From an optimization exercise on the open Yosys and OpenROAD flow, aimed at small area; shortcuts taken in it are not production practice.
In this exercise RTL edits were held to simulation tests only and were not proved equivalent to the original.
No activity file was given, so power comes from the tool's default toggle rates.

[flow/standard.sh]
#!/bin/bash
# synth_recipe.tcl (not shown) runs the flow's synth.tcl, then flattens the netlist and writes it again
# the make line also repeats each setting of config.mk as NAME=value (left out here)
make -C /OpenROAD-flow-scripts/flow DESIGN_CONFIG=/design/flow/config.mk WORK_HOME=/design/flow/orfs CLKGATE_MAP_FILE= SYNTH_SCRIPT=/design/flow/synth_recipe.tcl "${@:-finish}"
[flow/constraint.sdc]
create_clock -name core_clock -period 8.0 [get_ports {clk}]
set_input_delay 1.6000 -clock core_clock [delete_from_list [all_inputs] [get_ports {clk}]]
set_output_delay 1.6000 -clock core_clock [all_outputs]
set_load 0.01 [all_outputs]
[flow/design.v]
package vecdot_pkg;
  typedef logic signed [16-1:0] sample_t;
  typedef logic signed [2*16-1:0] product_t;
  typedef logic signed [41-1:0] acc_t;
  typedef logic [4-1:0] tap_idx_t;
  typedef logic [9*16-1:0] tap_vec_t;
endpackage
module mac_tree (
  input  logic [135:0] rows,
  input  logic [7:0]  b_neg,
  input  logic [34:0] acc_in,
  output logic [34:0] acc_sum
);
  logic s1, c2, s3, c4, s5, c6, s7, c8, s9, c10, s11, c12;
  logic s13, c14, s15, c16, s17, c18, s19, c20, s21, c22, s23, c24;
  logic s25, c26, s27, c28, s29, c30, s31, c32, s33, c34, s35, c36;
  logic s37, c38, s39, c40, s41, c42, s43, c44, s45, c46, s47, c48;
  logic s49, c50, s51, c52, s53, c54, s55, c56, s57, c58, s59, c60;
  logic s61, c62, s63, c64, s65, c66, s67, c68, s69, c70, s71, c72;
  logic s73, c74, s75, c76, s77, c78, s79, c80, s81, c82, s83, c84;
  logic s85, c86, s87, c88, s89, c90, s91, c92, s93, c94, s95, c96;
  logic s97, c98, s99, c100, s101, c102, s103, c104, s105, c106, s107, c108;
  logic s109, c110, s111, c112, s113, c114, s115, c116, s117, c118, s119, c120;
  logic s121, c122, s123, c124, s125, c126, s127, c128, s129, c130, s131, c132;
  logic s133, c134, s135, c136, s137, c138, s139, c140, s141, c142, s143, c144;
  logic s145, c146, s147, c148, s149, c150, s151, c152, s153, c154, s155, c156;
  logic s157, c158, s159, c160, s161, c162, s163, c164, s165, c166, s167, c168;
  logic s169, c170, s171, c172, s173, c174, s175, c176, s177, c178, s179, c180;
  logic s181, c182, s183, c184, s185, c186, s187, c188, s189, c190, s191, c192;
  logic s193, c194, s195, c196, s197, c198, s199, c200, s201, c202, s203, c204;
  logic s205, c206, s207, c208, s209, c210, s211, c212, s213, c214, s215, c216;
  logic s217, c218, s219, c220, s221, c222, s223, c224, s225, c226, s227, c228;
  logic s229, c230, s231, c232, s233, c234, s235, c236, s237, c238, s239, c240;
  logic s241, c242, s243, c244, s245, c246, s247, c248, s249, c250, s251, c252;
  logic s253, c254, s255, c256, s257, c258, s259, c260, s261, c262, s263, c264;
  logic s265, c266, s267, c268, s269, c270, s271, c272, g0_0, p0_0, g0_1, p0_1;
  logic g0_2, p0_2, g0_3, p0_3, g0_4, p0_4, g0_5, p0_5, g0_6, p0_6, g0_7, p0_7;
  logic g0_8, p0_8, g0_9, p0_9, g0_10, p0_10, g0_11, p0_11, g0_12, p0_12, g0_13, p0_13;
  logic g0_14, p0_14, g0_15, p0_15, g0_16, p0_16, g0_17, p0_17, g0_18, p0_18, g0_19, p0_19;
  logic g0_20, p0_20, g0_21, p0_21, g0_22, p0_22, g0_23, p0_23, g0_24, p0_24, g0_25, p0_25;
  logic g0_26, p0_26, g0_27, p0_27, g0_28, p0_28, g0_29, p0_29, g0_30, p0_30, g0_31, p0_31;
  logic g0_32, p0_32, g0_33, p0_33, g0_34, p0_34, gu1_1, pu1_1, gu1_3, pu1_3, gu1_5, pu1_5;
  logic gu1_7, pu1_7, gu1_9, pu1_9, gu1_11, pu1_11, gu1_13, pu1_13, gu1_15, pu1_15, gu1_17, pu1_17;
  logic gu1_19, pu1_19, gu1_21, pu1_21, gu1_23, pu1_23, gu1_25, pu1_25, gu1_27, pu1_27, gu1_29, pu1_29;
  logic gu1_31, pu1_31, gu1_33, pu1_33, gu2_3, pu2_3, gu2_7, pu2_7, gu2_11, pu2_11, gu2_15, pu2_15;
  logic gu2_19, pu2_19, gu2_23, pu2_23, gu2_27, pu2_27, gu2_31, pu2_31, gu3_7, pu3_7, gu3_15, pu3_15;
  logic gu3_23, pu3_23, gu3_31, pu3_31, gu4_15, pu4_15, gu4_31, pu4_31, gu5_31, pu5_31, gd9_23, pd9_23;
  logic gd10_11, pd10_11, gd10_19, pd10_19, gd10_27, pd10_27, gd11_5, pd11_5, gd11_9, pd11_9, gd11_13, pd11_13;
  logic gd11_17, pd11_17, gd11_21, pd11_21, gd11_25, pd11_25, gd11_29, pd11_29, gd11_33, pd11_33, gd12_2, pd12_2;
  logic gd12_4, pd12_4, gd12_6, pd12_6, gd12_8, pd12_8, gd12_10, pd12_10, gd12_12, pd12_12, gd12_14, pd12_14;
  logic gd12_16, pd12_16, gd12_18, pd12_18, gd12_20, pd12_20, gd12_22, pd12_22, gd12_24, pd12_24, gd12_26, pd12_26;
  logic gd12_28, pd12_28, gd12_30, pd12_30, gd12_32, pd12_32, gd12_34, pd12_34;
  assign s1 = acc_in[14] ^ rows[14];
  assign c2 = acc_in[14] & rows[14];
  assign s3 = acc_in[15] ^ rows[15];
  assign c4 = acc_in[15] & rows[15];
  assign s5 = acc_in[16] ^ ~rows[16];
  assign c6 = acc_in[16] & ~rows[16];
  assign s7 = acc_in[8] ^ rows[8];
  assign c8 = acc_in[8] & rows[8];
  assign s9 = acc_in[9] ^ rows[9];
  assign c10 = acc_in[9] & rows[9];
  assign s11 = acc_in[10] ^ rows[10] ^ rows[25];
  assign c12 = (acc_in[10] & rows[10]) | (acc_in[10] & rows[25]) | (rows[10] & rows[25]);
  assign s13 = rows[40] ^ rows[55];
  assign c14 = rows[40] & rows[55];
  assign s15 = acc_in[11] ^ rows[11] ^ rows[26];
  assign c16 = (acc_in[11] & rows[11]) | (acc_in[11] & rows[26]) | (rows[11] & rows[26]);
  assign s17 = rows[41] ^ rows[56];
  assign c18 = rows[41] & rows[56];
  assign s19 = acc_in[12] ^ rows[12] ^ rows[27];
  assign c20 = (acc_in[12] & rows[12]) | (acc_in[12] & rows[27]) | (rows[12] & rows[27]);
  assign s21 = rows[42] ^ rows[57] ^ rows[72];
  assign c22 = (rows[42] & rows[57]) | (rows[42] & rows[72]) | (rows[57] & rows[72]);
  assign s23 = rows[87] ^ rows[102];
  assign c24 = rows[87] & rows[102];
  assign s25 = acc_in[13] ^ rows[13] ^ rows[28];
  assign c26 = (acc_in[13] & rows[13]) | (acc_in[13] & rows[28]) | (rows[13] & rows[28]);
  assign s27 = rows[43] ^ rows[58] ^ rows[73];
  assign c28 = (rows[43] & rows[58]) | (rows[43] & rows[73]) | (rows[58] & rows[73]);
  assign s29 = rows[88] ^ rows[103];
  assign c30 = rows[88] & rows[103];
  assign s31 = rows[29] ^ rows[44] ^ rows[59];
  assign c32 = (rows[29] & rows[44]) | (rows[29] & rows[59]) | (rows[44] & rows[59]);
  assign s33 = rows[74] ^ rows[89] ^ rows[104];
  assign c34 = (rows[74] & rows[89]) | (rows[74] & rows[104]) | (rows[89] & rows[104]);
  assign s35 = rows[119] ^ b_neg[7] ^ s1;
  assign c36 = (rows[119] & b_neg[7]) | (rows[119] & s1) | (b_neg[7] & s1);
  assign s37 = rows[30] ^ rows[45] ^ rows[60];
  assign c38 = (rows[30] & rows[45]) | (rows[30] & rows[60]) | (rows[45] & rows[60]);
  assign s39 = rows[75] ^ rows[90] ^ rows[105];
  assign c40 = (rows[75] & rows[90]) | (rows[75] & rows[105]) | (rows[90] & rows[105]);
  assign s41 = rows[120] ^ s3 ^ c2;
  assign c42 = (rows[120] & s3) | (rows[120] & c2) | (s3 & c2);
  assign s43 = rows[31] ^ rows[46] ^ rows[61];
  assign c44 = (rows[31] & rows[46]) | (rows[31] & rows[61]) | (rows[46] & rows[61]);
  assign s45 = rows[76] ^ rows[91] ^ rows[106];
  assign c46 = (rows[76] & rows[91]) | (rows[76] & rows[106]) | (rows[91] & rows[106]);
  assign s47 = rows[121] ^ s5 ^ c4;
  assign c48 = (rows[121] & s5) | (rows[121] & c4) | (s5 & c4);
  assign s49 = acc_in[17] ^ rows[32] ^ rows[47];
  assign c50 = (acc_in[17] & rows[32]) | (acc_in[17] & rows[47]) | (rows[32] & rows[47]);
  assign s51 = rows[62] ^ rows[77] ^ rows[92];
  assign c52 = (rows[62] & rows[77]) | (rows[62] & rows[92]) | (rows[77] & rows[92]);
  assign s53 = rows[107] ^ rows[122] ^ c6;
  assign c54 = (rows[107] & rows[122]) | (rows[107] & c6) | (rows[122] & c6);
  assign s55 = acc_in[18] ^ ~rows[33] ^ rows[48];
  assign c56 = (acc_in[18] & ~rows[33]) | (acc_in[18] & rows[48]) | (~rows[33] & rows[48]);
  assign s57 = rows[63] ^ rows[78] ^ rows[93];
  assign c58 = (rows[63] & rows[78]) | (rows[63] & rows[93]) | (rows[78] & rows[93]);
  assign s59 = rows[108] ^ rows[123];
  assign c60 = rows[108] & rows[123];
  assign s61 = acc_in[19] ^ rows[49] ^ rows[64];
  assign c62 = (acc_in[19] & rows[49]) | (acc_in[19] & rows[64]) | (rows[49] & rows[64]);
  assign s63 = rows[79] ^ rows[94] ^ rows[109];
  assign c64 = (rows[79] & rows[94]) | (rows[79] & rows[109]) | (rows[94] & rows[109]);
  assign s65 = acc_in[20] ^ ~rows[50] ^ rows[65];
  assign c66 = (acc_in[20] & ~rows[50]) | (acc_in[20] & rows[65]) | (~rows[50] & rows[65]);
  assign s67 = rows[80] ^ rows[95];
  assign c68 = rows[80] & rows[95];
  assign s69 = acc_in[21] ^ rows[66] ^ rows[81];
  assign c70 = (acc_in[21] & rows[66]) | (acc_in[21] & rows[81]) | (rows[66] & rows[81]);
  assign s71 = acc_in[22] ^ ~rows[67];
  assign c72 = acc_in[22] & ~rows[67];
  assign s73 = acc_in[4] ^ rows[4];
  assign c74 = acc_in[4] & rows[4];
  assign s75 = acc_in[5] ^ rows[5];
  assign c76 = acc_in[5] & rows[5];
  assign s77 = acc_in[6] ^ rows[6] ^ rows[21];
  assign c78 = (acc_in[6] & rows[6]) | (acc_in[6] & rows[21]) | (rows[6] & rows[21]);
  assign s79 = rows[36] ^ rows[51];
  assign c80 = rows[36] & rows[51];
  assign s81 = acc_in[7] ^ rows[7] ^ rows[22];
  assign c82 = (acc_in[7] & rows[7]) | (acc_in[7] & rows[22]) | (rows[7] & rows[22]);
  assign s83 = rows[37] ^ rows[52];
  assign c84 = rows[37] & rows[52];
  assign s85 = rows[23] ^ rows[38] ^ rows[53];
  assign c86 = (rows[23] & rows[38]) | (rows[23] & rows[53]) | (rows[38] & rows[53]);
  assign s87 = rows[68] ^ b_neg[4] ^ s7;
  assign c88 = (rows[68] & b_neg[4]) | (rows[68] & s7) | (b_neg[4] & s7);
  assign s89 = rows[24] ^ rows[39] ^ rows[54];
  assign c90 = (rows[24] & rows[39]) | (rows[24] & rows[54]) | (rows[39] & rows[54]);
  assign s91 = rows[69] ^ s9 ^ c8;
  assign c92 = (rows[69] & s9) | (rows[69] & c8) | (s9 & c8);
  assign s93 = rows[70] ^ rows[85] ^ b_neg[5];
  assign c94 = (rows[70] & rows[85]) | (rows[70] & b_neg[5]) | (rows[85] & b_neg[5]);
  assign s95 = s11 ^ s13 ^ c10;
  assign c96 = (s11 & s13) | (s11 & c10) | (s13 & c10);
  assign s97 = rows[71] ^ rows[86] ^ s15;
  assign c98 = (rows[71] & rows[86]) | (rows[71] & s15) | (rows[86] & s15);
  assign s99 = s17 ^ c12 ^ c14;
  assign c100 = (s17 & c12) | (s17 & c14) | (c12 & c14);
  assign s101 = b_neg[6] ^ s19 ^ s21;
  assign c102 = (b_neg[6] & s19) | (b_neg[6] & s21) | (s19 & s21);
  assign s103 = s23 ^ c16 ^ c18;
  assign c104 = (s23 & c16) | (s23 & c18) | (c16 & c18);
  assign s105 = s25 ^ s27 ^ s29;
  assign c106 = (s25 & s27) | (s25 & s29) | (s27 & s29);
  assign s107 = c20 ^ c22 ^ c24;
  assign c108 = (c20 & c22) | (c20 & c24) | (c22 & c24);
  assign s109 = s31 ^ s33 ^ s35;
  assign c110 = (s31 & s33) | (s31 & s35) | (s33 & s35);
  assign s111 = c26 ^ c28 ^ c30;
  assign c112 = (c26 & c28) | (c26 & c30) | (c28 & c30);
  assign s113 = s37 ^ s39 ^ s41;
  assign c114 = (s37 & s39) | (s37 & s41) | (s39 & s41);
  assign s115 = c32 ^ c34 ^ c36;
  assign c116 = (c32 & c34) | (c32 & c36) | (c34 & c36);
  assign s117 = s43 ^ s45 ^ s47;
  assign c118 = (s43 & s45) | (s43 & s47) | (s45 & s47);
  assign s119 = c38 ^ c40 ^ c42;
  assign c120 = (c38 & c40) | (c38 & c42) | (c40 & c42);
  assign s121 = s49 ^ s51 ^ s53;
  assign c122 = (s49 & s51) | (s49 & s53) | (s51 & s53);
  assign s123 = c44 ^ c46 ^ c48;
  assign c124 = (c44 & c46) | (c44 & c48) | (c46 & c48);
  assign s125 = s55 ^ s57 ^ s59;
  assign c126 = (s55 & s57) | (s55 & s59) | (s57 & s59);
  assign s127 = c50 ^ c52 ^ c54;
  assign c128 = (c50 & c52) | (c50 & c54) | (c52 & c54);
  assign s129 = rows[124] ^ s61 ^ s63;
  assign c130 = (rows[124] & s61) | (rows[124] & s63) | (s61 & s63);
  assign s131 = c56 ^ c58 ^ c60;
  assign c132 = (c56 & c58) | (c56 & c60) | (c58 & c60);
  assign s133 = rows[110] ^ rows[125] ^ s65;
  assign c134 = (rows[110] & rows[125]) | (rows[110] & s65) | (rows[125] & s65);
  assign s135 = s67 ^ c62 ^ c64;
  assign c136 = (s67 & c62) | (s67 & c64) | (c62 & c64);
  assign s137 = rows[96] ^ rows[111] ^ rows[126];
  assign c138 = (rows[96] & rows[111]) | (rows[96] & rows[126]) | (rows[111] & rows[126]);
  assign s139 = s69 ^ c66 ^ c68;
  assign c140 = (s69 & c66) | (s69 & c68) | (c66 & c68);
  assign s141 = rows[82] ^ rows[97] ^ rows[112];
  assign c142 = (rows[82] & rows[97]) | (rows[82] & rows[112]) | (rows[97] & rows[112]);
  assign s143 = rows[127] ^ s71 ^ c70;
  assign c144 = (rows[127] & s71) | (rows[127] & c70) | (s71 & c70);
  assign s145 = acc_in[23] ^ rows[83] ^ rows[98];
  assign c146 = (acc_in[23] & rows[83]) | (acc_in[23] & rows[98]) | (rows[83] & rows[98]);
  assign s147 = rows[113] ^ rows[128] ^ c72;
  assign c148 = (rows[113] & rows[128]) | (rows[113] & c72) | (rows[128] & c72);
  assign s149 = acc_in[24] ^ ~rows[84] ^ rows[99];
  assign c150 = (acc_in[24] & ~rows[84]) | (acc_in[24] & rows[99]) | (~rows[84] & rows[99]);
  assign s151 = rows[114] ^ rows[129];
  assign c152 = rows[114] & rows[129];
  assign s153 = acc_in[25] ^ rows[100] ^ rows[115];
  assign c154 = (acc_in[25] & rows[100]) | (acc_in[25] & rows[115]) | (rows[100] & rows[115]);
  assign s155 = acc_in[26] ^ ~rows[101];
  assign c156 = acc_in[26] & ~rows[101];
  assign s157 = acc_in[2] ^ rows[2];
  assign c158 = acc_in[2] & rows[2];
  assign s159 = acc_in[3] ^ rows[3];
  assign c160 = acc_in[3] & rows[3];
  assign s161 = rows[19] ^ rows[34] ^ b_neg[2];
  assign c162 = (rows[19] & rows[34]) | (rows[19] & b_neg[2]) | (rows[34] & b_neg[2]);
  assign s163 = rows[20] ^ rows[35] ^ s75;
  assign c164 = (rows[20] & rows[35]) | (rows[20] & s75) | (rows[35] & s75);
  assign s165 = b_neg[3] ^ s77 ^ s79;
  assign c166 = (b_neg[3] & s77) | (b_neg[3] & s79) | (s77 & s79);
  assign s167 = s81 ^ s83 ^ c78;
  assign c168 = (s81 & s83) | (s81 & c78) | (s83 & c78);
  assign s169 = s85 ^ s87 ^ c82;
  assign c170 = (s85 & s87) | (s85 & c82) | (s87 & c82);
  assign s171 = s89 ^ s91 ^ c86;
  assign c172 = (s89 & s91) | (s89 & c86) | (s91 & c86);
  assign s173 = s93 ^ s95 ^ c90;
  assign c174 = (s93 & s95) | (s93 & c90) | (s95 & c90);
  assign s175 = s97 ^ s99 ^ c94;
  assign c176 = (s97 & s99) | (s97 & c94) | (s99 & c94);
  assign s177 = s101 ^ s103 ^ c98;
  assign c178 = (s101 & s103) | (s101 & c98) | (s103 & c98);
  assign s179 = s105 ^ s107 ^ c102;
  assign c180 = (s105 & s107) | (s105 & c102) | (s107 & c102);
  assign s181 = s109 ^ s111 ^ c106;
  assign c182 = (s109 & s111) | (s109 & c106) | (s111 & c106);
  assign s183 = s113 ^ s115 ^ c110;
  assign c184 = (s113 & s115) | (s113 & c110) | (s115 & c110);
  assign s185 = s117 ^ s119 ^ c114;
  assign c186 = (s117 & s119) | (s117 & c114) | (s119 & c114);
  assign s187 = s121 ^ s123 ^ c118;
  assign c188 = (s121 & s123) | (s121 & c118) | (s123 & c118);
  assign s189 = s125 ^ s127 ^ c122;
  assign c190 = (s125 & s127) | (s125 & c122) | (s127 & c122);
  assign s191 = s129 ^ s131 ^ c126;
  assign c192 = (s129 & s131) | (s129 & c126) | (s131 & c126);
  assign s193 = s133 ^ s135 ^ c130;
  assign c194 = (s133 & s135) | (s133 & c130) | (s135 & c130);
  assign s195 = s137 ^ s139 ^ c134;
  assign c196 = (s137 & s139) | (s137 & c134) | (s139 & c134);
  assign s197 = s141 ^ s143 ^ c138;
  assign c198 = (s141 & s143) | (s141 & c138) | (s143 & c138);
  assign s199 = s145 ^ s147 ^ c142;
  assign c200 = (s145 & s147) | (s145 & c142) | (s147 & c142);
  assign s201 = s149 ^ s151 ^ c146;
  assign c202 = (s149 & s151) | (s149 & c146) | (s151 & c146);
  assign s203 = rows[130] ^ s153 ^ c150;
  assign c204 = (rows[130] & s153) | (rows[130] & c150) | (s153 & c150);
  assign s205 = rows[116] ^ rows[131] ^ s155;
  assign c206 = (rows[116] & rows[131]) | (rows[116] & s155) | (rows[131] & s155);
  assign s207 = acc_in[27] ^ rows[117] ^ rows[132];
  assign c208 = (acc_in[27] & rows[117]) | (acc_in[27] & rows[132]) | (rows[117] & rows[132]);
  assign s209 = acc_in[28] ^ ~rows[118];
  assign c210 = acc_in[28] & ~rows[118];
  assign s211 = acc_in[0] ^ rows[0];
  assign c212 = acc_in[0] & rows[0];
  assign s213 = acc_in[1] ^ rows[1];
  assign c214 = acc_in[1] & rows[1];
  assign s215 = rows[17] ^ b_neg[1] ^ s157;
  assign c216 = (rows[17] & b_neg[1]) | (rows[17] & s157) | (b_neg[1] & s157);
  assign s217 = rows[18] ^ s159 ^ c158;
  assign c218 = (rows[18] & s159) | (rows[18] & c158) | (s159 & c158);
  assign s219 = s73 ^ s161 ^ c160;
  assign c220 = (s73 & s161) | (s73 & c160) | (s161 & c160);
  assign s221 = c74 ^ s163 ^ c162;
  assign c222 = (c74 & s163) | (c74 & c162) | (s163 & c162);
  assign s223 = c76 ^ s165 ^ c164;
  assign c224 = (c76 & s165) | (c76 & c164) | (s165 & c164);
  assign s225 = c80 ^ s167 ^ c166;
  assign c226 = (c80 & s167) | (c80 & c166) | (s167 & c166);
  assign s227 = c84 ^ s169 ^ c168;
  assign c228 = (c84 & s169) | (c84 & c168) | (s169 & c168);
  assign s229 = c88 ^ s171 ^ c170;
  assign c230 = (c88 & s171) | (c88 & c170) | (s171 & c170);
  assign s231 = c92 ^ s173 ^ c172;
  assign c232 = (c92 & s173) | (c92 & c172) | (s173 & c172);
  assign s233 = c96 ^ s175 ^ c174;
  assign c234 = (c96 & s175) | (c96 & c174) | (s175 & c174);
  assign s235 = c100 ^ s177 ^ c176;
  assign c236 = (c100 & s177) | (c100 & c176) | (s177 & c176);
  assign s237 = c104 ^ s179 ^ c178;
  assign c238 = (c104 & s179) | (c104 & c178) | (s179 & c178);
  assign s239 = c108 ^ s181 ^ c180;
  assign c240 = (c108 & s181) | (c108 & c180) | (s181 & c180);
  assign s241 = c112 ^ s183 ^ c182;
  assign c242 = (c112 & s183) | (c112 & c182) | (s183 & c182);
  assign s243 = c116 ^ s185 ^ c184;
  assign c244 = (c116 & s185) | (c116 & c184) | (s185 & c184);
  assign s245 = c120 ^ s187 ^ c186;
  assign c246 = (c120 & s187) | (c120 & c186) | (s187 & c186);
  assign s247 = c124 ^ s189 ^ c188;
  assign c248 = (c124 & s189) | (c124 & c188) | (s189 & c188);
  assign s249 = c128 ^ s191 ^ c190;
  assign c250 = (c128 & s191) | (c128 & c190) | (s191 & c190);
  assign s251 = c132 ^ s193 ^ c192;
  assign c252 = (c132 & s193) | (c132 & c192) | (s193 & c192);
  assign s253 = c136 ^ s195 ^ c194;
  assign c254 = (c136 & s195) | (c136 & c194) | (s195 & c194);
  assign s255 = c140 ^ s197 ^ c196;
  assign c256 = (c140 & s197) | (c140 & c196) | (s197 & c196);
  assign s257 = c144 ^ s199 ^ c198;
  assign c258 = (c144 & s199) | (c144 & c198) | (s199 & c198);
  assign s259 = c148 ^ s201 ^ c200;
  assign c260 = (c148 & s201) | (c148 & c200) | (s201 & c200);
  assign s261 = c152 ^ s203 ^ c202;
  assign c262 = (c152 & s203) | (c152 & c202) | (s203 & c202);
  assign s263 = c154 ^ s205 ^ c204;
  assign c264 = (c154 & s205) | (c154 & c204) | (s205 & c204);
  assign s265 = c156 ^ s207 ^ c206;
  assign c266 = (c156 & s207) | (c156 & c206) | (s207 & c206);
  assign s267 = rows[133] ^ s209 ^ c208;
  assign c268 = (rows[133] & s209) | (rows[133] & c208) | (s209 & c208);
  assign s269 = acc_in[29] ^ rows[134] ^ c210;
  assign c270 = (acc_in[29] & rows[134]) | (acc_in[29] & c210) | (rows[134] & c210);
  assign s271 = acc_in[30] ^ ~rows[135];
  assign c272 = acc_in[30] & ~rows[135];
  assign p0_0 = b_neg[0] ^ s211;
  assign g0_0 = b_neg[0] & s211;
  assign p0_1 = s213 ^ c212;
  assign g0_1 = s213 & c212;
  assign p0_2 = s215 ^ c214;
  assign g0_2 = s215 & c214;
  assign p0_3 = s217 ^ c216;
  assign g0_3 = s217 & c216;
  assign p0_4 = s219 ^ c218;
  assign g0_4 = s219 & c218;
  assign p0_5 = s221 ^ c220;
  assign g0_5 = s221 & c220;
  assign p0_6 = s223 ^ c222;
  assign g0_6 = s223 & c222;
  assign p0_7 = s225 ^ c224;
  assign g0_7 = s225 & c224;
  assign p0_8 = s227 ^ c226;
  assign g0_8 = s227 & c226;
  assign p0_9 = s229 ^ c228;
  assign g0_9 = s229 & c228;
  assign p0_10 = s231 ^ c230;
  assign g0_10 = s231 & c230;
  assign p0_11 = s233 ^ c232;
  assign g0_11 = s233 & c232;
  assign p0_12 = s235 ^ c234;
  assign g0_12 = s235 & c234;
  assign p0_13 = s237 ^ c236;
  assign g0_13 = s237 & c236;
  assign p0_14 = s239 ^ c238;
  assign g0_14 = s239 & c238;
  assign p0_15 = s241 ^ c240;
  assign g0_15 = s241 & c240;
  assign p0_16 = s243 ^ c242;
  assign g0_16 = s243 & c242;
  assign p0_17 = s245 ^ c244;
  assign g0_17 = s245 & c244;
  assign p0_18 = s247 ^ c246;
  assign g0_18 = s247 & c246;
  assign p0_19 = s249 ^ c248;
  assign g0_19 = s249 & c248;
  assign p0_20 = s251 ^ c250;
  assign g0_20 = s251 & c250;
  assign p0_21 = s253 ^ c252;
  assign g0_21 = s253 & c252;
  assign p0_22 = s255 ^ c254;
  assign g0_22 = s255 & c254;
  assign p0_23 = s257 ^ c256;
  assign g0_23 = s257 & c256;
  assign p0_24 = s259 ^ c258;
  assign g0_24 = s259 & c258;
  assign p0_25 = s261 ^ c260;
  assign g0_25 = s261 & c260;
  assign p0_26 = s263 ^ c262;
  assign g0_26 = s263 & c262;
  assign p0_27 = s265 ^ c264;
  assign g0_27 = s265 & c264;
  assign p0_28 = s267 ^ c266;
  assign g0_28 = s267 & c266;
  assign p0_29 = s269 ^ c268;
  assign g0_29 = s269 & c268;
  assign p0_30 = s271 ^ c270;
  assign g0_30 = s271 & c270;
  assign p0_31 = acc_in[31] ^ c272;
  assign g0_31 = acc_in[31] & c272;
  assign p0_32 = acc_in[32] ^ 1'b0;
  assign g0_32 = acc_in[32] & 1'b0;
  assign p0_33 = acc_in[33] ^ 1'b0;
  assign g0_33 = acc_in[33] & 1'b0;
  assign p0_34 = acc_in[34] ^ 1'b0;
  assign g0_34 = acc_in[34] & 1'b0;
  assign gu1_1 = g0_1 | (p0_1 & g0_0);
  assign pu1_1 = p0_1 & p0_0;
  assign gu1_3 = g0_3 | (p0_3 & g0_2);
  assign pu1_3 = p0_3 & p0_2;
  assign gu1_5 = g0_5 | (p0_5 & g0_4);
  assign pu1_5 = p0_5 & p0_4;
  assign gu1_7 = g0_7 | (p0_7 & g0_6);
  assign pu1_7 = p0_7 & p0_6;
  assign gu1_9 = g0_9 | (p0_9 & g0_8);
  assign pu1_9 = p0_9 & p0_8;
  assign gu1_11 = g0_11 | (p0_11 & g0_10);
  assign pu1_11 = p0_11 & p0_10;
  assign gu1_13 = g0_13 | (p0_13 & g0_12);
  assign pu1_13 = p0_13 & p0_12;
  assign gu1_15 = g0_15 | (p0_15 & g0_14);
  assign pu1_15 = p0_15 & p0_14;
  assign gu1_17 = g0_17 | (p0_17 & g0_16);
  assign pu1_17 = p0_17 & p0_16;
  assign gu1_19 = g0_19 | (p0_19 & g0_18);
  assign pu1_19 = p0_19 & p0_18;
  assign gu1_21 = g0_21 | (p0_21 & g0_20);
  assign pu1_21 = p0_21 & p0_20;
  assign gu1_23 = g0_23 | (p0_23 & g0_22);
  assign pu1_23 = p0_23 & p0_22;
  assign gu1_25 = g0_25 | (p0_25 & g0_24);
  assign pu1_25 = p0_25 & p0_24;
  assign gu1_27 = g0_27 | (p0_27 & g0_26);
  assign pu1_27 = p0_27 & p0_26;
  assign gu1_29 = g0_29 | (p0_29 & g0_28);
  assign pu1_29 = p0_29 & p0_28;
  assign gu1_31 = g0_31 | (p0_31 & g0_30);
  assign pu1_31 = p0_31 & p0_30;
  assign gu1_33 = g0_33 | (p0_33 & g0_32);
  assign pu1_33 = p0_33 & p0_32;
  assign gu2_3 = gu1_3 | (pu1_3 & gu1_1);
  assign pu2_3 = pu1_3 & pu1_1;
  assign gu2_7 = gu1_7 | (pu1_7 & gu1_5);
  assign pu2_7 = pu1_7 & pu1_5;
  assign gu2_11 = gu1_11 | (pu1_11 & gu1_9);
  assign pu2_11 = pu1_11 & pu1_9;
  assign gu2_15 = gu1_15 | (pu1_15 & gu1_13);
  assign pu2_15 = pu1_15 & pu1_13;
  assign gu2_19 = gu1_19 | (pu1_19 & gu1_17);
  assign pu2_19 = pu1_19 & pu1_17;
  assign gu2_23 = gu1_23 | (pu1_23 & gu1_21);
  assign pu2_23 = pu1_23 & pu1_21;
  assign gu2_27 = gu1_27 | (pu1_27 & gu1_25);
  assign pu2_27 = pu1_27 & pu1_25;
  assign gu2_31 = gu1_31 | (pu1_31 & gu1_29);
  assign pu2_31 = pu1_31 & pu1_29;
  assign gu3_7 = gu2_7 | (pu2_7 & gu2_3);
  assign pu3_7 = pu2_7 & pu2_3;
  assign gu3_15 = gu2_15 | (pu2_15 & gu2_11);
  assign pu3_15 = pu2_15 & pu2_11;
  assign gu3_23 = gu2_23 | (pu2_23 & gu2_19);
  assign pu3_23 = pu2_23 & pu2_19;
  assign gu3_31 = gu2_31 | (pu2_31 & gu2_27);
  assign pu3_31 = pu2_31 & pu2_27;
  assign gu4_15 = gu3_15 | (pu3_15 & gu3_7);
  assign pu4_15 = pu3_15 & pu3_7;
  assign gu4_31 = gu3_31 | (pu3_31 & gu3_23);
  assign pu4_31 = pu3_31 & pu3_23;
  assign gu5_31 = gu4_31 | (pu4_31 & gu4_15);
  assign pu5_31 = pu4_31 & pu4_15;
  assign gd9_23 = gu3_23 | (pu3_23 & gu4_15);
  assign pd9_23 = pu3_23 & pu4_15;
  assign gd10_11 = gu2_11 | (pu2_11 & gu3_7);
  assign pd10_11 = pu2_11 & pu3_7;
  assign gd10_19 = gu2_19 | (pu2_19 & gu4_15);
  assign pd10_19 = pu2_19 & pu4_15;
  assign gd10_27 = gu2_27 | (pu2_27 & gd9_23);
  assign pd10_27 = pu2_27 & pd9_23;
  assign gd11_5 = gu1_5 | (pu1_5 & gu2_3);
  assign pd11_5 = pu1_5 & pu2_3;
  assign gd11_9 = gu1_9 | (pu1_9 & gu3_7);
  assign pd11_9 = pu1_9 & pu3_7;
  assign gd11_13 = gu1_13 | (pu1_13 & gd10_11);
  assign pd11_13 = pu1_13 & pd10_11;
  assign gd11_17 = gu1_17 | (pu1_17 & gu4_15);
  assign pd11_17 = pu1_17 & pu4_15;
  assign gd11_21 = gu1_21 | (pu1_21 & gd10_19);
  assign pd11_21 = pu1_21 & pd10_19;
  assign gd11_25 = gu1_25 | (pu1_25 & gd9_23);
  assign pd11_25 = pu1_25 & pd9_23;
  assign gd11_29 = gu1_29 | (pu1_29 & gd10_27);
  assign pd11_29 = pu1_29 & pd10_27;
  assign gd11_33 = gu1_33 | (pu1_33 & gu5_31);
  assign pd11_33 = pu1_33 & pu5_31;
  assign gd12_2 = g0_2 | (p0_2 & gu1_1);
  assign pd12_2 = p0_2 & pu1_1;
  assign gd12_4 = g0_4 | (p0_4 & gu2_3);
  assign pd12_4 = p0_4 & pu2_3;
  assign gd12_6 = g0_6 | (p0_6 & gd11_5);
  assign pd12_6 = p0_6 & pd11_5;
  assign gd12_8 = g0_8 | (p0_8 & gu3_7);
  assign pd12_8 = p0_8 & pu3_7;
  assign gd12_10 = g0_10 | (p0_10 & gd11_9);
  assign pd12_10 = p0_10 & pd11_9;
  assign gd12_12 = g0_12 | (p0_12 & gd10_11);
  assign pd12_12 = p0_12 & pd10_11;
  assign gd12_14 = g0_14 | (p0_14 & gd11_13);
  assign pd12_14 = p0_14 & pd11_13;
  assign gd12_16 = g0_16 | (p0_16 & gu4_15);
  assign pd12_16 = p0_16 & pu4_15;
  assign gd12_18 = g0_18 | (p0_18 & gd11_17);
  assign pd12_18 = p0_18 & pd11_17;
  assign gd12_20 = g0_20 | (p0_20 & gd10_19);
  assign pd12_20 = p0_20 & pd10_19;
  assign gd12_22 = g0_22 | (p0_22 & gd11_21);
  assign pd12_22 = p0_22 & pd11_21;
  assign gd12_24 = g0_24 | (p0_24 & gd9_23);
  assign pd12_24 = p0_24 & pd9_23;
  assign gd12_26 = g0_26 | (p0_26 & gd11_25);
  assign pd12_26 = p0_26 & pd11_25;
  assign gd12_28 = g0_28 | (p0_28 & gd10_27);
  assign pd12_28 = p0_28 & pd10_27;
  assign gd12_30 = g0_30 | (p0_30 & gd11_29);
  assign pd12_30 = p0_30 & pd11_29;
  assign gd12_32 = g0_32 | (p0_32 & gu5_31);
  assign pd12_32 = p0_32 & pu5_31;
  assign gd12_34 = g0_34 | (p0_34 & gd11_33);
  assign pd12_34 = p0_34 & pd11_33;
  assign acc_sum[0] = p0_0;
  assign acc_sum[1] = p0_1 ^ g0_0;
  assign acc_sum[2] = p0_2 ^ gu1_1;
  assign acc_sum[3] = p0_3 ^ gd12_2;
  assign acc_sum[4] = p0_4 ^ gu2_3;
  assign acc_sum[5] = p0_5 ^ gd12_4;
  assign acc_sum[6] = p0_6 ^ gd11_5;
  assign acc_sum[7] = p0_7 ^ gd12_6;
  assign acc_sum[8] = p0_8 ^ gu3_7;
  assign acc_sum[9] = p0_9 ^ gd12_8;
  assign acc_sum[10] = p0_10 ^ gd11_9;
  assign acc_sum[11] = p0_11 ^ gd12_10;
  assign acc_sum[12] = p0_12 ^ gd10_11;
  assign acc_sum[13] = p0_13 ^ gd12_12;
  assign acc_sum[14] = p0_14 ^ gd11_13;
  assign acc_sum[15] = p0_15 ^ gd12_14;
  assign acc_sum[16] = p0_16 ^ gu4_15;
  assign acc_sum[17] = p0_17 ^ gd12_16;
  assign acc_sum[18] = p0_18 ^ gd11_17;
  assign acc_sum[19] = p0_19 ^ gd12_18;
  assign acc_sum[20] = p0_20 ^ gd10_19;
  assign acc_sum[21] = p0_21 ^ gd12_20;
  assign acc_sum[22] = p0_22 ^ gd11_21;
  assign acc_sum[23] = p0_23 ^ gd12_22;
  assign acc_sum[24] = p0_24 ^ gd9_23;
  assign acc_sum[25] = p0_25 ^ gd12_24;
  assign acc_sum[26] = p0_26 ^ gd11_25;
  assign acc_sum[27] = p0_27 ^ gd12_26;
  assign acc_sum[28] = p0_28 ^ gd10_27;
  assign acc_sum[29] = p0_29 ^ gd12_28;
  assign acc_sum[30] = p0_30 ^ gd11_29;
  assign acc_sum[31] = p0_31 ^ gd12_30;
  assign acc_sum[32] = p0_32 ^ gu5_31;
  assign acc_sum[33] = p0_33 ^ gd12_32;
  assign acc_sum[34] = p0_34 ^ gd11_33;
endmodule
module vecdot9 (
  input  logic                clk,
  input  logic                reset,
  input  logic                en,
  input  vecdot_pkg::sample_t hin,
  input  logic                hin_valid,
  input  vecdot_pkg::sample_t xin,
  input  logic                xin_valid,
  output vecdot_pkg::sample_t dout,
  output logic                dout_valid,
  output logic                sat
);
  localparam int W = 16;
  localparam int N = 9;
  localparam int AW = 2*W + 3;
  logic [N*W-1:0]     xslot_q;
  logic [(N-1)*W-1:0] kpart_q;
  logic [N*W-1:0]     kcur_q;
  logic               kzero_q;
  logic [3:0]         fcnt_q;
  logic [3:0]         kcnt_q;
  logic [N-1:0]       step_q;
  logic               vld_q;
  logic [AW-1:0]      acc_q;
  logic x_acc, h_acc, f_done, k_done, busy;
  assign x_acc  = en && xin_valid;
  assign h_acc  = en && hin_valid;
  assign f_done = x_acc && (fcnt_q == 4'd8);
  assign k_done = h_acc && (kcnt_q == 4'd8);
  assign busy   = |step_q;
  always_ff @(posedge clk) begin
    if (reset) begin
      fcnt_q <= '0;
    end else if (x_acc) begin
      fcnt_q <= (fcnt_q == 4'd8) ? 4'd0 : fcnt_q + 4'd1;
    end
  end
  always_ff @(posedge clk) begin
    if (reset) begin
      kcnt_q <= '0;
    end else if (h_acc) begin
      kcnt_q <= (kcnt_q == 4'd8) ? 4'd0 : kcnt_q + 4'd1;
    end
  end
  always_ff @(posedge clk) begin
    for (int i = 0; i < N; i++) begin
      if (x_acc && fcnt_q == 4'(i)) begin
        xslot_q[i*W +: W] <= xin;
      end
    end
  end
  always_ff @(posedge clk) begin
    if (h_acc) begin
      kpart_q <= {hin, kpart_q[(N-1)*W-1:W]};
    end
  end
  always_ff @(posedge clk) begin
    if (k_done) begin
      kcur_q <= {hin, kpart_q};
    end
  end
  always_ff @(posedge clk) begin
    if (reset) begin
      kzero_q <= 1'b1;
    end else if (k_done) begin
      kzero_q <= 1'b0;
    end
  end
  logic signed [W-1:0]    x_op;
  logic signed [W-1:0]    k_op;
  always_comb begin
    x_op = '0;
    k_op = '0;
    for (int i = 0; i < N; i++) begin
      x_op = x_op | (xslot_q[i*W +: W] & {W{step_q[i]}});
      k_op = k_op | (kcur_q[i*W +: W] & {W{step_q[i]}});
    end
    if (kzero_q) k_op = '0;
  end
  localparam int NR = W/2;
  logic [W:0]          xb;
  logic [NR-1:0]       b_one, b_two, b_neg;
  logic [NR*(W+1)-1:0] rows;
  logic [AW-1:0]       acc_in;
  logic [AW-1:0]       acc_sum;
  assign xb = {x_op, 1'b0};
  always_comb begin
    for (int j = 0; j < NR; j++) begin
      b_one[j] = xb[2*j+1] ^ xb[2*j];
      b_two[j] = (xb[2*j+2] & ~xb[2*j+1] & ~xb[2*j]) | (~xb[2*j+2] & xb[2*j+1] & xb[2*j]);
      b_neg[j] = xb[2*j+2];
      for (int i = 0; i <= W; i++) begin
        rows[j*(W+1)+i] = ((b_one[j] & (i == W ? k_op[W-1] : k_op[i])) |
                           (b_two[j] & (i == 0 ? 1'b0 : k_op[i-1]))) ^ b_neg[j];
      end
    end
  end
  mac_tree u_tree (
    .rows    (rows),
    .b_neg   (b_neg),
    .acc_in  (acc_in),
    .acc_sum (acc_sum)
  );
  always_ff @(posedge clk) begin
    if (reset) begin
      step_q <= '0;
    end else if (en) begin
      step_q <= {step_q[N-2:0], f_done};
    end
  end
  always_ff @(posedge clk) begin
    if (reset) begin
      vld_q <= 1'b0;
    end else if (en) begin
      vld_q <= step_q[N-1];
    end
  end
  localparam logic [AW-1:0] START = AW'(35'd512 - 35'd9 * 35'h0_5555_0000);
  assign acc_in = step_q[0] ? START : acc_q;
  always_ff @(posedge clk) begin
    if (en && busy) begin
      acc_q <= acc_sum;
    end
  end
  logic pos_ovf, neg_ovf;
  assign pos_ovf = !acc_q[AW-1] && (|acc_q[AW-2:W+10-1]);
  assign neg_ovf =  acc_q[AW-1] && !(&acc_q[AW-2:W+10-1]);
  always_comb begin
    if (pos_ovf)      dout = {1'b0, {(W-1){1'b1}}};
    else if (neg_ovf) dout = {1'b1, {(W-1){1'b0}}};
    else              dout = acc_q[10 +: W];
  end
  assign sat        = pos_ovf || neg_ovf;
  assign dout_valid = vld_q;
endmodule
[flow/flow/run.sh]
#!/bin/bash
# The standard layout with three changes:
#  - synthesis maps through an area-oriented ABC script (flow/abc_area.script)
#    in place of ORFS's; ORFS's other scripts are used unchanged;
#  - every port still gets its own buffer, of the smallest buffer cell;
#  - clock tree synthesis inserts no dummy loads.
set -euo pipefail
here=$(pwd)
rm -rf "$here/scripts_abc"
cp -r "$FLOW_HOME/scripts" "$here/scripts_abc"
cp "$here/flow/abc_area.script" "$here/scripts_abc/abc_area.script"
bash standard.sh SCRIPTS_DIR="$here/scripts_abc" synth > "$here/synth.log" 2>&1
bash standard.sh \
  "BUFFER_PORTS_ARGS=-buffer_cell sky130_fd_sc_hd__buf_1" \
  "CTS_ARGS=-sink_clustering_enable -repair_clock_nets -sink_clustering_size 30 -sink_clustering_max_diameter 100 -dont_use_dummy_load" \
  finish > "$here/layout.log" 2>&1
[flow/flow/abc_area.script]
strash
&get -n
&st
&dch
&nf -R 1000
&put
topo
stime -c
upsize -c
dnsize -c
[flow/config.mk]
export PLATFORM = sky130hd
export DESIGN_NAME = vecdot9
export DESIGN_NICKNAME = vecdot9
export VERILOG_FILES = /design/flow/design.v
export SDC_FILE = /design/flow/constraint.sdc
export NUM_CORES = 4
export LEC_CHECK = 0
export ABC_AREA = 1
export CAP_MARGIN = 20
export CORE_MARGIN = 2
export CORE_UTILIZATION = 60
export CTS_CLUSTER_DIAMETER = 100
export CTS_CLUSTER_SIZE = 30
export GPL_TIMING_DRIVEN = 0
export SLEW_MARGIN = 20
==> results of run 1 <==
[Yosys cell counts (7+ instances only)]
library cell | instances | area share, %
o22ai_1 | 119 | 3.3
nor2b_1 | 22 | 0.61
nor3_1 | 7 | 0.16
edfxtp_1 | 451 | 60
xnor2_1 | 89 | 3.5
dfxtp_1 | 19 | 1.7
a21oi_1 | 21 | 0.47
clkinv_1 | 132 | 2.2
nand2_1 | 109 | 1.8
mux2i_1 | 12 | 0.53
fa_1 | 123 | 11
nand3_1 | 20 | 0.44
xor2_1 | 67 | 2.6
o21ai_0 | 11 | 0.24
nand2b_1 | 10 | 0.28
nor2_1 | 46 | 0.77
ha_1 | 62 | 3.4
or2_0 | 7 | 0.19
a222oi_1 | 83 | 3.7
[worst max-delay path, delay by kind of cell (launching register included)]
kind	cells	cell delay, ns
flops	1	0.50
simple gates	5	1.04
buf+inv	2	0.33
fa+ha+maj	6	2.82
xor+xnor	1	0.21
compound gates	8	2.36
[area by class of cell]
class / instances / area (sq um) / share of cell area [%]
clock buffer: 21 / 526 / 2.13
multi-input combinational: 881 / 8270 / 33.5
sequential: 470 / 13900 / 56.4
buffer: 1 / 3.75 / 0.0152
tap: 474 / 593 / 2.40
inverter: 133 / 508 / 2.06
timing repair buffer: 102 / 868 / 3.51
[power by group]
group | internal [uW] | total, uW | switching, uW
registers | 2720 | 2730 | 14.0
clock network | 471 | 1150 | 681
logic | 11.2 | 47.7 | 36.5
total | 3200 | 3930 | 731
[metrics by stage]
step	worst slack (ns)	instance area, sq um	utilization (%)	cells	total power, uW
6_report	0.415	24700	66.2	2082	3930
5_1_grt	-0.0171	24700	66.2	2082	4050
4_1_cts	0.0130	24600	65.9	2074	3980
3_5_place_dp	0.0461	24100	64.5	2053	2840
3_3_place_gp	-3.06	23400	62.6	2013	2840
2_1_floorplan	0.130	22600	-	1485	2810
[worst min path at each step]
| stage | startpoint | to | slack [ns] | depth (start not counted) |
|---|---|---|---|---|
| after CTS | kpart_q[15]$_DFFE_PP_ | kcur_q[15]$_DFFE_PP_ | 0.43 | 0 |
| final | kpart_q[15]$_DFFE_PP_ | kcur_q[15]$_DFFE_PP_ | 0.43 | 0 |
| after global placement | kpart_q[15]$_DFFE_PP_ | kcur_q[15]$_DFFE_PP_ | 0.40 | 0 |
| after detailed placement | kpart_q[7]$_DFFE_PP_ | kcur_q[7]$_DFFE_PP_ | 0.40 | 0 |
| after global routing | kpart_q[15]$_DFFE_PP_ | kcur_q[15]$_DFFE_PP_ | 0.43 | 0 |
| after floorplan | kpart_q[0]$_DFFE_PP_ | kcur_q[0]$_DFFE_PP_ | 0.40 | 0 |
[sequential cells by signal (all words and copies together), names as in the netlist]
| signal | flops |
|---|---|
| vld_q | 1 |
| xslot_q | 144 |
| fcnt_q | 4 |
| kpart_q | 128 |
| acc_q | 35 |
| kzero_q | 1 |
| kcnt_q | 4 |
| step_q | 9 |
| kcur_q | 144 |
[what timing repair did]
item / 4_1_cts / 5_1_grt
endpoints found under the setup margin: 1 / 9
resized for setup: 0 / 8
pin swaps: 1 / 2
setup buffers: 0 / 8
endpoints found under the hold margin: 0 / 0
[metal layers]
metal	wire length [um]	vias to the layer above	GRT usage [%]
met5	37	-	0
li1	-	5846	-
met1	20400	6490	36.1
met3	3670	96	4.05
met4	1300	6	7.10
met2	23000	502	41.9
[kinds of logic (layout without fill, tap and decap cells)]
family	count (synthesis)	in the layout	synth area share, %
fa+ha+maj	185	185	14.3
simple gates	253	253	5.63
mux	15	15	0.682
xor+xnor	157	157	6.18
compound gates	271	271	9.24
buf+inv	134	257	2.23
flops	470	470	61.7
==> summary.txt, run 1 <==
Status
  • Status: finished clean

Global route
  • Vias in the first global route: 13400
  • GRT Overall Usage: 25.6%
  • GRT Residual Overflow: 0
  • Largest net degree at the start of global routing: 72
  • Antenna violations before repair: 3
  • First-pass GRT wire length: 75800 um

Placed design
  • Count of buffers from port buffering: 54
  • Routability cong.: 0.809
  • DP Wirelength: 32000 um

Worst setup path
  • Max incr delay on CP: 0.55 ns
  • FF-to-FF path depth: 22
  • R2r startpoint: step_q[2]$_SDFFE_PP0P_
  • CP Capture Type: flop
  • Setup crit start: step_q[2]$_SDFFE_PP0P_
  • Worst R2R Setup Slack: 0.42 ns
  • Top cell by count, worst path: fa_1
  • WS Path Type: flop to flop
  • Critical Path End: acc_q[30]$_DFFE_PP_
  • Critical-path cell list: buf_16 > a222oi_1 > nand3_4 > nand2_4 > nor2_1 > a21oi_4 > o22ai_1 > xnor2_1 > fa_1 > fa_1 > fa_1 > clkinv_1 > fa_1 > ha_1 > a21oi_1 > o21ai_0 > a21o_1 > a31oi_2 > o31ai_1 > nand3_1 > nand2_1 > fa_1
  • CP Launch Type: flop
  • Crit path arrival time: 7.86 ns
  • Worst Path Max Fanout: 22
  • Worst path required time: 8.28 ns
  • Slowest CP cell: fa_1
  • Reg-to-Reg End: acc_q[30]$_DFFE_PP_

Detailed routing
  • Drt drc: 0
  • Total Routed Length: 48500 um
  • Routed vias/inst: 6.22
  • Drt pass-1 iters: 9
  • Post-DR wirelength/cell: 23.3 um
  • DR iter-0 viols: 1282
  • Antenna-violating nets left: 0
  • Total number of vias: 12900

Pwr
  • Cell leakage power: 0.00825 uW
  • Pwr per Cell Area: 159 nW/um^2
  • Max VDD drop: 0.200 mV

CTS
  • H-tree depth: 1
  • Clock Sinks: 470
  • TritonCTS clock tree: done
  • CTS Buffer Depth: 3
  • Reg clk slew, reported paths: 0.07 ns
  • CTS root buf: clkbuf_16
  • Num CTS Buffers: 21
  • Hold Buf Count CTS: 0
  • Clock Latency Late Sink: 0.58 ns

Cells and area
  • ANT cells: 0
  • Area delta synth->final: 9.46%
  • Share of layout cells above drive strength 1: 7.90%
  • Most frequent cells in the layout: edfxtp_1 (451), clkinv_1 (130), fa_1 (123)
  • Final net count: 1832
  • Fill count: 2735
  • Most common cell after layout, fill and taps aside: edfxtp_1

STA
  • Crit path time final: 7.58 ns
  • Setup TNS Final: 0 ns
  • Hold Vio Cnt, Final: 0
  • Period utilisation layout: 94.8%
  • Rel. slew slack: 43.8%
  • Final setup violation count: 0
  • Hold_ws: 0.426 ns
  • Max frequency: 0.132 GHz
  • Max Transition Viols Final: 0
  • Clk_skew: 0.0632 ns
  • Least-Margin Pin Slew: 0.841 ns

Logic synthesis
  • Sequential cell area fraction in the yosys report: 61.7%
  • Mapped Cells: 1485
  • Mean Syn Cell Area: 15.2 sq um
  • Ys Warns: 1
  • Seq cells post-synth: 470
  • Synth cell types: 52
  • Top FF cell, synth: edfxtp_1
  • Post-synth design cell area: 22600 sq um
  • EDFF count, synth: 451
  • Post-Syn Nets: 1707
  • Ys async rst share: 0%

Floorplan
  • Die height: 198 um
  • Row Count: 71
  • Starting Density: 60.5%
  • I/O pin count: 55
  • Chip width: 198 um
  • Core Region: 37300 sq um
  • Die ar.: 39200 sq um

Job
  • Max-cap violations: 0

Worst hold path
  • Hold Path Class: flop to flop
==> run 2, diff against run 1 <==
==> flow/flow/run.sh (replaced) <==
#!/bin/bash
# The standard layout with three changes:
#  - synthesis skips the generic ABC pass inside Yosys's synth command and maps
#    through an area-oriented ABC script (flow/abc_area.script)
#    in place of ORFS's; ORFS's other scripts are used unchanged;
#  - every port still gets its own buffer, of the smallest buffer cell;
#  - clock tree synthesis inserts no dummy loads.
set -euo pipefail
here=$(pwd)
rm -rf "$here/scripts_abc"
cp -r "$FLOW_HOME/scripts" "$here/scripts_abc"
cp "$here/flow/abc_area.script" "$here/scripts_abc/abc_area.script"
bash standard.sh SCRIPTS_DIR="$here/scripts_abc" "SYNTH_ARGS=-noabc" synth > "$here/synth.log" 2>&1
bash standard.sh \
  "BUFFER_PORTS_ARGS=-buffer_cell sky130_fd_sc_hd__buf_1" \
  "CTS_ARGS=-sink_clustering_enable -repair_clock_nets -sink_clustering_size 30 -sink_clustering_max_diameter 100 -dont_use_dummy_load" \
  finish > "$here/layout.log" 2>&1
==> flow/flow/abc_area.script (replaced) <==
strash
ifraig
dc2
dch -f
amap
topo
stime -c
upsize -c
dnsize -c
==> run 2 against run 1 <==
  * Critical path depth rose by 8
  * Combinational power rose to 130 times the previous value
  * Register-to-register slack improved by 0.13 ns
  * Flip-flop and latch count did not move
  * Non-clock buffer count rose by 32
  * First-iteration DRC count rose by 32%
  * Maximum frequency rose by 1.8%
  * Sequential power rose by 23%
  * Clock skew rose by 0.051 ns
  * Core utilization rose by 1.4 points
  * Via count rose by 5.0%
  * Cell area barely moved
  * Critical path type unchanged
==> summary.txt, run 2 <==
Status
  • Status: finished clean

Detailed routing
  • Routed vias/inst: 6.49 (+4.3%)
  • Total number of vias: 13600 (+5.0%)
  • Drt pass-1 iters: 6 (-3)
  • Antenna-violating nets left: 0 (unchanged)
  • Drt drc: 0 (unchanged)
  • Post-DR wirelength/cell: 23.9 um (+2.8%)
  • Total Routed Length: 50100 um (+3.4%)
  • DR iter-0 viols: 1691 (+32%)

Worst setup path
  • Crit path arrival time: 7.70 ns (-0.16 ns)
  • FF-to-FF path depth: 30 (+36%)
  • CP Launch Type: flop
  • Slowest CP cell: fa_1
  • Max incr delay on CP: 0.55 ns (about the same)
  • Worst path required time: 8.25 ns (-0.03 ns)
  • Reg-to-Reg End: acc_q[34]$_DFFE_PP_
  • WS Path Type: flop to flop
  • Worst Path Max Fanout: 33 (+50%)
  • Worst R2R Setup Slack: 0.55 ns (+0.13 ns)
  • Setup crit start: step_q[4]$_SDFFE_PP0P_
  • CP Capture Type: flop
  • Top cell by count, worst path: nand3_2
  • R2r startpoint: step_q[4]$_SDFFE_PP0P_

Placed design
  • Count of buffers from port buffering: 54 (unchanged)
  • DP Wirelength: 33000 um (+3.1%)
  • Routability cong.: 0.859 (+6.2%)
  • Dpl cell area: 23700 sq um (-1.7%)

STA
  • Max frequency: 0.134 GHz (+1.8%)
  • Clk_skew: 0.114 ns (+0.0510 ns)
  • Crit path time final: 7.45 ns (-0.134 ns)
  • Rel. slew slack: 25.8% (-18 points)
  • Final setup violation count: 0 (unchanged)
  • Least-Margin Pin Slew: 1.11 ns (+0.271 ns)
  • Max Transition Viols Final: 0 (unchanged)
  • Period utilisation layout: 93.1% (-1.7 points)
  • Hold Vio Cnt, Final: 0 (unchanged)

Pwr
  • Max VDD drop: 0.429 mV (+110%)
  • Pwr per Cell Area: 430 nW/um^2 (+170%)
  • Cell leakage power: 0.00789 uW (-4.3%)

CTS
  • Num CTS Buffers: 20 (-4.8%)
  • H-tree depth: 1 (unchanged)
  • Clock Sinks: 470 (unchanged)
  • CTS Buffer Depth: 3 (unchanged)
  • Reg clk slew, reported paths: 0.11 ns (+0.04 ns)
  • TritonCTS clock tree: done
  • CTS root buf: clkbuf_16
  • Clock Latency Late Sink: 0.59 ns (about the same)
  • Hold Buf Count CTS: 0 (unchanged)

Logic synthesis
  • Mean Syn Cell Area: 15.0 sq um (-1.1%)
  • Synth cell types: 44 (-15%)
  • Synth cell count leaders: edfxtp_1 (451), nand2_1 (138), fa_1 (128), o22ai_1 (109), a222oi_1 (96)
  • Mapped Cells: 1473 (-0.81%)
  • Post-Syn Nets: 1706 (-0.059%)
  • Share of the synthesized area in the top cell type: 61.1% (+1.1 points)
  • Post-synth design cell area: 22100 sq um (-1.9%)
  • Cell taking the most area after synthesis: edfxtp_1
  • EDFF count, synth: 451 (unchanged)
  • Count leader, synth: edfxtp_1
  • Seq cells post-synth: 470 (unchanged)
  • Ys async rst share: 0% (unchanged)
  • Synth area leaders: edfxtp_1 (61%), fa_1 (12%), a222oi_1 (4.3%)
  • Sequential cell area fraction in the yosys report: 62.9% (+1.2 points)
  • Ys Warns: 1 (unchanged)
  • Top FF cell, synth: edfxtp_1

Cells and area
  • Post-layout util: 67.6% (+1.4 points)
  • Most common cell after layout, fill and taps aside: edfxtp_1
  • Final net count: 1862 (+1.6%)
  • Share of layout cells above drive strength 1: 12.5% (+4.6 points)
  • ANT cells: 0 (unchanged)
  • Final instance area: 24700 sq um (about the same)
  • Biggest regs: kcur_q: 144 flops, xslot_q: 144 flops, kpart_q: 128 flops
  • Area delta synth->final: 11.5%
  • Most frequent cells in the layout: edfxtp_1 (451), nand2_1 (138), fa_1 (128)

Global route
  • GRT Residual Overflow: 0 (unchanged)
  • Vias in the first global route: 13400 (+0.13%)
  • First-pass GRT wire length: 77400 um (+2.1%)
  • Antenna violations before repair: 0 (-3)
  • GRT Overall Usage: 26.5% (+0.93 points)
  • Largest net degree at the start of global routing: 79 (+9.7%)

Floorplan
  • Die height: 196 um (-0.91%)
  • Core Region: 36500 sq um (-2.1%)
  • Chip width: 196 um (-0.91%)
  • Die ar.: 38500 sq um (-1.8%)
  • Row Count: 70 (-1.4%)
  • I/O pin count: 55 (unchanged)
  • Starting Density: 60.6% (+0.16 points)

Job
  • Max-cap violations: 0 (unchanged)

Worst hold path
  • Min-Delay Path Depth: 0 (unchanged)
  • HP Start: kpart_q[71]$_DFFE_PP_
  • Worst Hold Path EP: kpart_q[55]$_DFFE_PP_
  • Hold Path Class: flop to flop
-- run 2: cell families (layout without fill, tap and decap cells) --
kind of cell             count (synthesis)  in the layout  synth area share [%]
flip-flops                             470            470                  62.9
AO/OA/AOI/OAI                          445            445                  14.4
AND/OR/NAND/NOR                        292            292                  6.09
adder cells (fa/ha/maj)                196            196                  15.4
buffers and inverters                   70            224                  1.27
-- run 2: how the worst max path moves through the flow --
| stage | slack (ns) | to | depth (start not counted) |
|---|---|---|---|
| floorplan | 0.1 | kcnt_q[1]$_SDFFE_PP0P_ | 4 |
| detailed placement | -0.18 | acc_q[34]$_DFFE_PP_ | 31 |
| CTS | 0.02 | acc_q[34]$_DFFE_PP_ | 34 |
| global placement | -2.90 | kcur_q[71]$_DFFE_PP_ | 3 |
| finish | 0.55 | acc_q[34]$_DFFE_PP_ | 30 |
| global route | -0.03 | acc_q[33]$_DFFE_PP_ | 33 |
-- run 2: power breakdown --
part	switching [uW]	internal [uW]	leakage (uW)	total [uW]
clock network	679	451	0.000246	1130
logic	3560	2570	0.00336	6130
registers	85.7	3270	0.00429	3350
-- run 2: stage by stage --
stage	setup slack (ns)	setup TNS, ns	std cells	total power, uW	hold WS [ns]
finish	0.549	0	2095	10600	0.412
global route	-0.0305	-0.0305	2095	11700	0.405
CTS	0.0192	0	2053	10600	0.411
detailed placement	-0.181	-0.732	2033	9430	0.405
global placement	-2.90	-461.96	1995	9130	0.401
floorplan	0.0966	0	1473	7960	0.400
-- run 2: timing repair --
item                                    CTS  global route
resized for setup                         5            45
pin swaps                                 0             9
endpoints found under the hold margin     0             0
endpoints found under the setup margin    7             9
setup buffers                             0            42
-- run 2: area by class of cell --
cell class | count | area [sq um]
sequential | 470 | 13900
fill | 2642 | 11800
multi-input combinational | 933 | 8130
timing repair buffer | 134 | 1170
tap | 468 | 586
clock buffer | 20 | 500
inverter | 69 | 357
buffer | 1 | 3.75
-- run 2: metal layers --
metal | GRT usage (%) | vias up | part of all wire, %
met2 | 43.8 | 518 | 49
met1 | 38.9 | 6805 | 44
li1 | - | 6202 | -
met5 | 0 | - | 0
met4 | 5.64 | 0 | 1.7
met3 | 2.82 | 62 | 6.1
-- run 2: critical path: cells and delay by family, from the launching register on --
kind	cells	cell delay [ns]
simple gates	14	1.71
compound gates	9	2.01
flops	1	0.49
fa+ha+maj	5	2.39
buf+inv	2	0.49

what the ideal ports hide:
How much do the figures lean on ideal ports? The routed layouts below were timed once more, with nothing changed but the port constraints.
Step 1 sets driving cells, clkbuf_16 on the clock port and buf_2 on the other inputs (assumed; they add their load-dependent delay and slew).
Step 2 also shifts input and output timing later by t, the mid clock arrival at the registers, as if the neighbouring blocks saw the same clock.
Three values: no drivers, after step 1, after step 2; two values: the first two.
run | t (ns) | slack for setup (ns) | worst setup path at the end | latest minus earliest clock arrival (ns)
run 1 | 0.607 | 0.415 / 0.415 / 0.415 | register to register | 0.063 / 0.063
run 2 | 0.584 | 0.549 / 0.549 / 0.549 | register to register | 0.114 / 0.114
After both steps setup and hold are still met in every run listed.
